Source: an optimization exercise on an open RTL-to-GDS flow (aim: small area). Production flows keep margins and buffers that such runs may drop.
Function was checked by simulation only, so behaviour that the tests miss may differ from the original.
No activity file was given, so power comes from the tool's default toggle rates.

==> run a: inputs <==
==> flow/design.v <==
package wb_regfile_pkg;
  localparam int XLEN       = 32;
  localparam int REG_ADDR_W = 5;
  localparam int NUM_REGS   = 1 << REG_ADDR_W;
  localparam logic [1:0] WD_SEL_ALU = 2'b00;
  localparam logic [1:0] WD_SEL_MEM = 2'b01;
  localparam logic [1:0] WD_SEL_PC4 = 2'b10;
endpackage
module wbrf_wdec (
  input  logic        we_i,
  input  logic [4:0]  addr_i,
  output logic [31:1] set_o,
  output logic [31:1] keep_o
);
  logic [3:0] hi;
  logic [7:0] lo;
  always_comb begin
    for (int j = 0; j < 4; j++) hi[j] = we_i & (addr_i[4:3] == 2'(j));
    for (int k = 0; k < 8; k++) lo[k] = (addr_i[2:0] == 3'(k));
  end
  for (genvar i = 1; i < 32; i++) begin : g_w
    wbrf_nand2 u_keep (.a_i(hi[i/8]), .b_i(lo[i%8]), .y_o(keep_o[i]));
    assign set_o[i] = !keep_o[i];
  end
endmodule
module wbrf_nand2 (
  input  logic a_i,
  input  logic b_i,
  output logic y_o
);
  assign y_o = !(a_i & b_i);
endmodule
module wbrf_and3 (
  input  logic a_i,
  input  logic b_i,
  input  logic c_i,
  output logic y_o
);
  assign y_o = a_i & b_i & c_i;
endmodule
module wbrf_hold #(
  parameter int W = 32
) (
  input  logic         set_i,
  input  logic         keep_i,
  input  logic [W-1:0] d_i,
  input  logic [W-1:0] q_i,
  output logic [W-1:0] d_o
);
  for (genvar b = 0; b < W; b++) begin : g_b
    wbrf_hold1 u_b (.set_i(set_i), .keep_i(keep_i), .d_i(d_i[b]), .q_i(q_i[b]), .d_o(d_o[b]));
  end
endmodule
module wbrf_hold1 (
  input  logic set_i,
  input  logic keep_i,
  input  logic d_i,
  input  logic q_i,
  output logic d_o
);
  assign d_o = (set_i & d_i) | (keep_i & q_i);
endmodule
module wbrf_rdec (
  input  logic [4:0]  addr_i,
  input  logic [31:1] live_i,
  input  logic        en_i,
  output logic [31:1] sel_o
);
  logic [3:0] hi;
  logic [7:0] lo;
  always_comb begin
    for (int j = 0; j < 4; j++) hi[j] = en_i & (addr_i[4:3] == 2'(j));
    for (int k = 0; k < 8; k++) lo[k] = (addr_i[2:0] == 3'(k));
  end
  for (genvar i = 1; i < 32; i++) begin : g_r
    wbrf_and3 u_sel (.a_i(hi[i/8]), .b_i(lo[i%8]), .c_i(live_i[i]), .y_o(sel_o[i]));
  end
endmodule
module wbrf_aoi222 (
  input  logic [2:0] s_i,
  input  logic [2:0] d_i,
  output logic       y_n_o
);
  assign y_n_o = !(|(s_i & d_i));
endmodule
module wbrf_mux32 (
  input  logic [31:0] sel_i,
  input  logic [31:0] d_i,
  output logic        y_o
);
  logic [10:0] g_n;
  for (genvar k = 0; k < 10; k++) begin : g_grp
    wbrf_aoi222 u_aoi (.s_i(sel_i[3*k +: 3]), .d_i(d_i[3*k +: 3]), .y_n_o(g_n[k]));
  end
  assign g_n[10] = 1'b1;
  assign y_o = !(&g_n) | (sel_i[30] & d_i[30]) | (sel_i[31] & d_i[31]);
endmodule
module wbrf_mux31 (
  input  logic [31:1] sel_i,
  input  logic [31:1] d_i,
  output logic        y_o
);
  logic [10:0] g_n;
  for (genvar k = 0; k < 10; k++) begin : g_grp
    wbrf_aoi222 u_aoi (.s_i(sel_i[3*k+1 +: 3]), .d_i(d_i[3*k+1 +: 3]), .y_n_o(g_n[k]));
  end
  assign g_n[10] = 1'b1;
  assign y_o = !(&g_n) | (sel_i[31] & d_i[31]);
endmodule
import wb_regfile_pkg::*;
module wb_regfile
#(
  parameter int DATA_W = 32,
  parameter int CNT_W  = 16
) (
  input  logic                  clk_i,
  input  logic                  rst_i,
  input  logic                  valid_i,
  input  logic [wb_regfile_pkg::XLEN-1:0]       current_pc_i,
  input  logic [wb_regfile_pkg::XLEN-1:0]       return_pc_i,
  input  logic [DATA_W-1:0]     alu_result_i,
  input  logic [DATA_W-1:0]     mem_rd_i,
  input  logic [wb_regfile_pkg::REG_ADDR_W-1:0] wr_i,
  input  logic [1:0]            wd_sel_i,
  input  logic                  regfile_we_i,
  input  logic [wb_regfile_pkg::REG_ADDR_W-1:0] rs1_i,
  input  logic [wb_regfile_pkg::REG_ADDR_W-1:0] rs2_i,
  output logic [DATA_W-1:0]     rd1_o,
  output logic [DATA_W-1:0]     rd2_o,
  input  logic [wb_regfile_pkg::REG_ADDR_W-1:0] dbg_raddr_i,
  output logic [DATA_W-1:0]     dbg_rdata_o,
  output logic                  commit_o,
  output logic [wb_regfile_pkg::XLEN-1:0]       commit_pc_o,
  output logic [wb_regfile_pkg::REG_ADDR_W-1:0] commit_wr_o,
  output logic [DATA_W-1:0]     commit_wd_o,
  output logic [CNT_W-1:0]      instret_o
);
  localparam int NW = NUM_REGS - 1;    
  logic [DATA_W-1:0]     wd;
  logic                  we_eff;
  logic                  commit_q;
  logic [XLEN-1:0]       commit_pc_q, commit_pc_d;
  logic [REG_ADDR_W-1:0] commit_wr_q, commit_wr_d;
  logic [DATA_W-1:0]     commit_wd_q, commit_wd_d;
  logic [CNT_W-1:0]      instret_q;
  always_comb begin
    wd = alu_result_i;
    case (wd_sel_i)
      WD_SEL_MEM: wd = mem_rd_i;
      WD_SEL_PC4: wd = return_pc_i[DATA_W-1:0];
      default:    wd = alu_result_i;
    endcase
  end
  assign we_eff = valid_i & regfile_we_i & (wr_i != '0);
  logic [NW:1]              wset, wkeep;
  logic [NW:1]              live_q;
  logic [NW:1][DATA_W-1:0]  regs_q, regs_d;
  wbrf_wdec u_wdec (.we_i(we_eff), .addr_i(wr_i), .set_o(wset), .keep_o(wkeep));
  for (genvar i = 1; i <= NW; i++) begin : g_word
    wbrf_hold #(.W(DATA_W)) u_hold (
      .set_i (wset[i]),
      .keep_i(wkeep[i]),
      .d_i   (wd),
      .q_i   (regs_q[i]),
      .d_o   (regs_d[i])
    );
  end
  always_ff @(posedge clk_i or posedge rst_i) begin
    if (rst_i) live_q <= '0;
    else       live_q <= live_q | wset;
  end
  always_ff @(posedge clk_i) begin
    regs_q <= regs_d;
  end
  logic          byp1, byp2;
  logic [NW:1]   sel1, sel2, seld;
  assign byp1 = we_eff & (rs1_i == wr_i);
  assign byp2 = we_eff & (rs2_i == wr_i);
  wbrf_rdec u_rdec1 (.addr_i(rs1_i),       .live_i(live_q), .en_i(!byp1), .sel_o(sel1));
  wbrf_rdec u_rdec2 (.addr_i(rs2_i),       .live_i(live_q), .en_i(!byp2), .sel_o(sel2));
  wbrf_rdec u_rdecd (.addr_i(dbg_raddr_i), .live_i(live_q), .en_i(1'b1),  .sel_o(seld));
  for (genvar b = 0; b < DATA_W; b++) begin : g_bit
    logic [NW:1] col;
    for (genvar i = 1; i <= NW; i++) begin : g_col
      assign col[i] = regs_q[i][b];
    end
    wbrf_mux32 u_m1 (.sel_i({sel1, byp1}), .d_i({col, wd[b]}), .y_o(rd1_o[b]));
    wbrf_mux32 u_m2 (.sel_i({sel2, byp2}), .d_i({col, wd[b]}), .y_o(rd2_o[b]));
    wbrf_mux31 u_md (.sel_i(seld),         .d_i(col),          .y_o(dbg_rdata_o[b]));
  end
  logic commit_ld, commit_wld, commit_hold;
  assign commit_ld   = valid_i;
  assign commit_wld  = valid_i & we_eff;
  assign commit_hold = !valid_i;
  wbrf_hold #(.W(XLEN)) u_hold_pc (
    .set_i(commit_ld), .keep_i(commit_hold), .d_i(current_pc_i), .q_i(commit_pc_q), .d_o(commit_pc_d));
  wbrf_hold #(.W(REG_ADDR_W)) u_hold_wr (
    .set_i(commit_wld), .keep_i(commit_hold), .d_i(wr_i), .q_i(commit_wr_q), .d_o(commit_wr_d));
  wbrf_hold #(.W(DATA_W)) u_hold_wd (
    .set_i(commit_wld), .keep_i(commit_hold), .d_i(wd), .q_i(commit_wd_q), .d_o(commit_wd_d));
  always_ff @(posedge clk_i or posedge rst_i) begin
    if (rst_i) begin
      commit_q    <= 1'b0;
      commit_pc_q <= '0;
      commit_wr_q <= '0;
      commit_wd_q <= '0;
    end else begin
      commit_q    <= valid_i;
      commit_pc_q <= commit_pc_d;
      commit_wr_q <= commit_wr_d;
      commit_wd_q <= commit_wd_d;
    end
  end
  always_ff @(posedge clk_i or posedge rst_i) begin
    if (rst_i) begin
      instret_q <= '0;
    end else if (valid_i) begin
      instret_q <= instret_q + CNT_W'(1);
    end
  end
  assign commit_o    = commit_q;
  assign commit_pc_o = commit_pc_q;
  assign commit_wr_o = commit_wr_q;
  assign commit_wd_o = commit_wd_q;
  assign instret_o   = instret_q;
endmodule
==> flow/run.sh <==
#!/bin/bash
# synth_recipe.tcl (not shown) runs the flow's synth.tcl, then flattens the netlist and writes it again
# the make line also repeats each setting of config.mk as NAME=value (left out here)
make -C /OpenROAD-flow-scripts/flow DESIGN_CONFIG=/design/flow/config.mk WORK_HOME=/design/flow/orfs CLKGATE_MAP_FILE= SYNTH_SCRIPT=/design/flow/synth_recipe.tcl finish
==> flow/config.mk <==
export PLATFORM = sky130hd
export DESIGN_NAME = wb_regfile
export DESIGN_NICKNAME = wb_regfile
export VERILOG_FILES = /design/flow/design.v
export SDC_FILE = /design/flow/constraint.sdc
export NUM_CORES = 8
export LEC_CHECK = 0
export CAP_MARGIN = 20
export CELL_PAD_IN_SITES_DETAIL_PLACEMENT = 1
export CELL_PAD_IN_SITES_GLOBAL_PLACEMENT = 2
export CORE_MARGIN = 2
export CORE_UTILIZATION = 40
export CTS_BUF_LIST = sky130_fd_sc_hd__clkbuf_8
export CTS_CLUSTER_DIAMETER = 70
export CTS_CLUSTER_SIZE = 16
export SLEW_MARGIN = 20
export SYNTH_HIERARCHICAL = 1
==> flow/constraint.sdc <==
create_clock -name core_clock -period 10.0 [get_ports {clk_i}]
set_input_delay 2.0000 -clock core_clock [delete_from_list [all_inputs] [get_ports {clk_i}]]
set_output_delay 2.0000 -clock core_clock [all_outputs]
set_load 0.01 [all_outputs]
==> inputs of run b, as changes to run a <==
--- a/flow/design.v
+++ b/flow/design.v
@@ -88,12 +88,37 @@
   input  logic [31:0] d_i,
   output logic        y_o
 );
-  logic [10:0] g_n;
+  logic [9:0] g_n;
+  logic [2:0] h;
+  logic       any;
   for (genvar k = 0; k < 10; k++) begin : g_grp
     wbrf_aoi222 u_aoi (.s_i(sel_i[3*k +: 3]), .d_i(d_i[3*k +: 3]), .y_n_o(g_n[k]));
   end
-  assign g_n[10] = 1'b1;
-  assign y_o = !(&g_n) | (sel_i[30] & d_i[30]) | (sel_i[31] & d_i[31]);
+  wbrf_nand4 u_n0 (.a_i(g_n[3:0]), .y_o(h[0]));
+  wbrf_nand4 u_n1 (.a_i(g_n[7:4]), .y_o(h[1]));
+  wbrf_nand2 u_n2 (.a_i(g_n[8]), .b_i(g_n[9]), .y_o(h[2]));
+  wbrf_or3   u_or (.a_i(h), .y_o(any));
+  wbrf_ao221 u_ao (.s_i(sel_i[31:30]), .d_i(d_i[31:30]), .c_i(any), .y_o(y_o));
+endmodule
+module wbrf_nand4 (
+  input  logic [3:0] a_i,
+  output logic       y_o
+);
+  assign y_o = !(&a_i);
+endmodule
+module wbrf_or3 (
+  input  logic [2:0] a_i,
+  output logic       y_o
+);
+  assign y_o = |a_i;
+endmodule
+module wbrf_ao221 (
+  input  logic [1:0] s_i,
+  input  logic [1:0] d_i,
+  input  logic       c_i,
+  output logic       y_o
+);
+  assign y_o = (|(s_i & d_i)) | c_i;
 endmodule
 module wbrf_mux31 (
   input  logic [31:1] sel_i,
==> flow/flow/run.sh (new file) <==
#!/bin/bash
# Standard ORFS layout (the standard.sh, standard synthesis unchanged) with
# two options that ORFS reads from the environment:
#  - port buffers use the smallest buffer instead of the default delay cell;
#  - CTS does not add dummy loads to balance the leaf clusters.
# make's full output goes to standard.log; ORFS keeps each step's log under
# orfs/logs/.
set -euo pipefail
export BUFFER_PORTS_ARGS="-buffer_cell sky130_fd_sc_hd__buf_1"
export CTS_ARGS="-sink_clustering_enable -repair_clock_nets -dont_use_dummy_load -buf_list sky130_fd_sc_hd__clkbuf_8 -sink_clustering_size 16 -sink_clustering_max_diameter 70"
bash standard.sh > standard.log 2>&1
==> flow/standard.sh (new file) <==
#!/bin/bash
# synth_recipe.tcl (not shown) runs the flow's synth.tcl, then flattens the netlist and writes it again
# the make line also repeats each setting of config.mk as NAME=value (left out here)
make -C /OpenROAD-flow-scripts/flow DESIGN_CONFIG=/design/flow/config.mk WORK_HOME=/design/flow/orfs CLKGATE_MAP_FILE= SYNTH_SCRIPT=/design/flow/synth_recipe.tcl "${@:-finish}"
- CORE_UTILIZATION: 40 -> 50
removed: flow/run.sh
==> comparison <==
- Of run a and run b, run b has the higher core utilization (gap 8.7 points).
- Wire length: run a is higher than run b (8.8%).
- Synthesized cell count is the same in run b and run a.
- In run b the sequential share of layout area is higher than in run a, by 2.8 points.
- Between run b and run a, the lower cell count is in run b (gap about 6%, measured against run a).
- Run a ran to the end with no violations. Run b finished with slew limit left.
- In run b the die area is lower than in run a, by about 20%.
- Between run b and run a, the lower first-iteration DRC count is in run a (gap 7.9%, measured against run a).
- Against run a, the setup slack of run b is higher by 0.62 ns.
- Against run b, the global-route usage of run a is lower by 8.0 points.
- Of run b and run a, run a has the higher cell area (gap 6.4%, measured against run a).
- Against run b, the non-clock buffer count of run a is lower by 3.
==> figures <==
| item | run a | run b |
|---|---|---|
| Overall global routing resource usage | 51.2% | 59.1% |
| Area fraction of the dominant cell type after synthesis | 41.9% | 42.1% |
| Total combinational power | 1.29 mW | 1.23 mW |
| CTS Buf Count | 94 | 83 |
| Mean cell area of the mapped netlist | 11.9 um^2 | 11.8 um^2 |
| Smallest setup slack after layout | 1.05 ns | 1.66 ns |
| Number of global-route vias before repair | 53,200 | 54,000 |
| Number of diodes | 21 | 13 |
| Initial DRC count | 16,200 | 17,500 |
| Placeable Area | 118,000 um^2 | 93,300 um^2 |
| Shortest clock period the worst path allows after layout | 8.95 ns | 8.34 ns |
| Met1 usage in global routing | 64.3% | 66.7% |
| Amount of wire on met2 after detailed routing | 122,000 um | 112,000 um |
| Register clock-pin slew on the reported worst setup and hold paths | 0.09 ns | 0.08 ns |
| Synthesis-to-layout area growth | 19.5% | 12.4% |
| Met2 Usage GRT | 67.0% | 78.2% |
| Xor and xnor fraction of the mapped netlist area | 0.462% | 0.465% |
| Final wirelength | 324,000 um | 298,000 um |
| Met3 wire length | 58,600 um | 55,300 um |
| Result of the run | finished clean | finished with violations |
| Reasons for failing layout checks | - | slew limit |
| Final cell area excluding filler cells | 56,600 um^2 | 53,000 um^2 |
| Post-synthesis adder-cell area fraction | 0.0792% | 0.0796% |
| Clock network power consumption | 2.95 mW | 2.31 mW |

port drivers added, routing unchanged:
Ports are ideal in the flow. The routed layouts listed here were re-timed in OpenROAD.
Step 1 sets driving cells, clkbuf_16 on the clock port and buf_2 on the other inputs (assumed; they add their load-dependent delay and slew).
Step 2, shift: input delay + t, output delay - t, t = (earliest + latest rising clock arrival at the registers) / 2. This alone moves slack from input paths to output paths.
a / b / c = ideal ports / drivers / drivers and shift; a / b = the first two.
run | shift t [ns] | slack for setup (ns) | worst setup path at the end
run a | 0.923 | 1.045 / 1.023 / 1.023 | input to output
run b | 0.910 | 1.662 / 1.642 / 1.642 | input to output
For run a, which loses most, drivers alone change the setup slack by -0.022 ns; drivers and shift together by -0.022 ns.
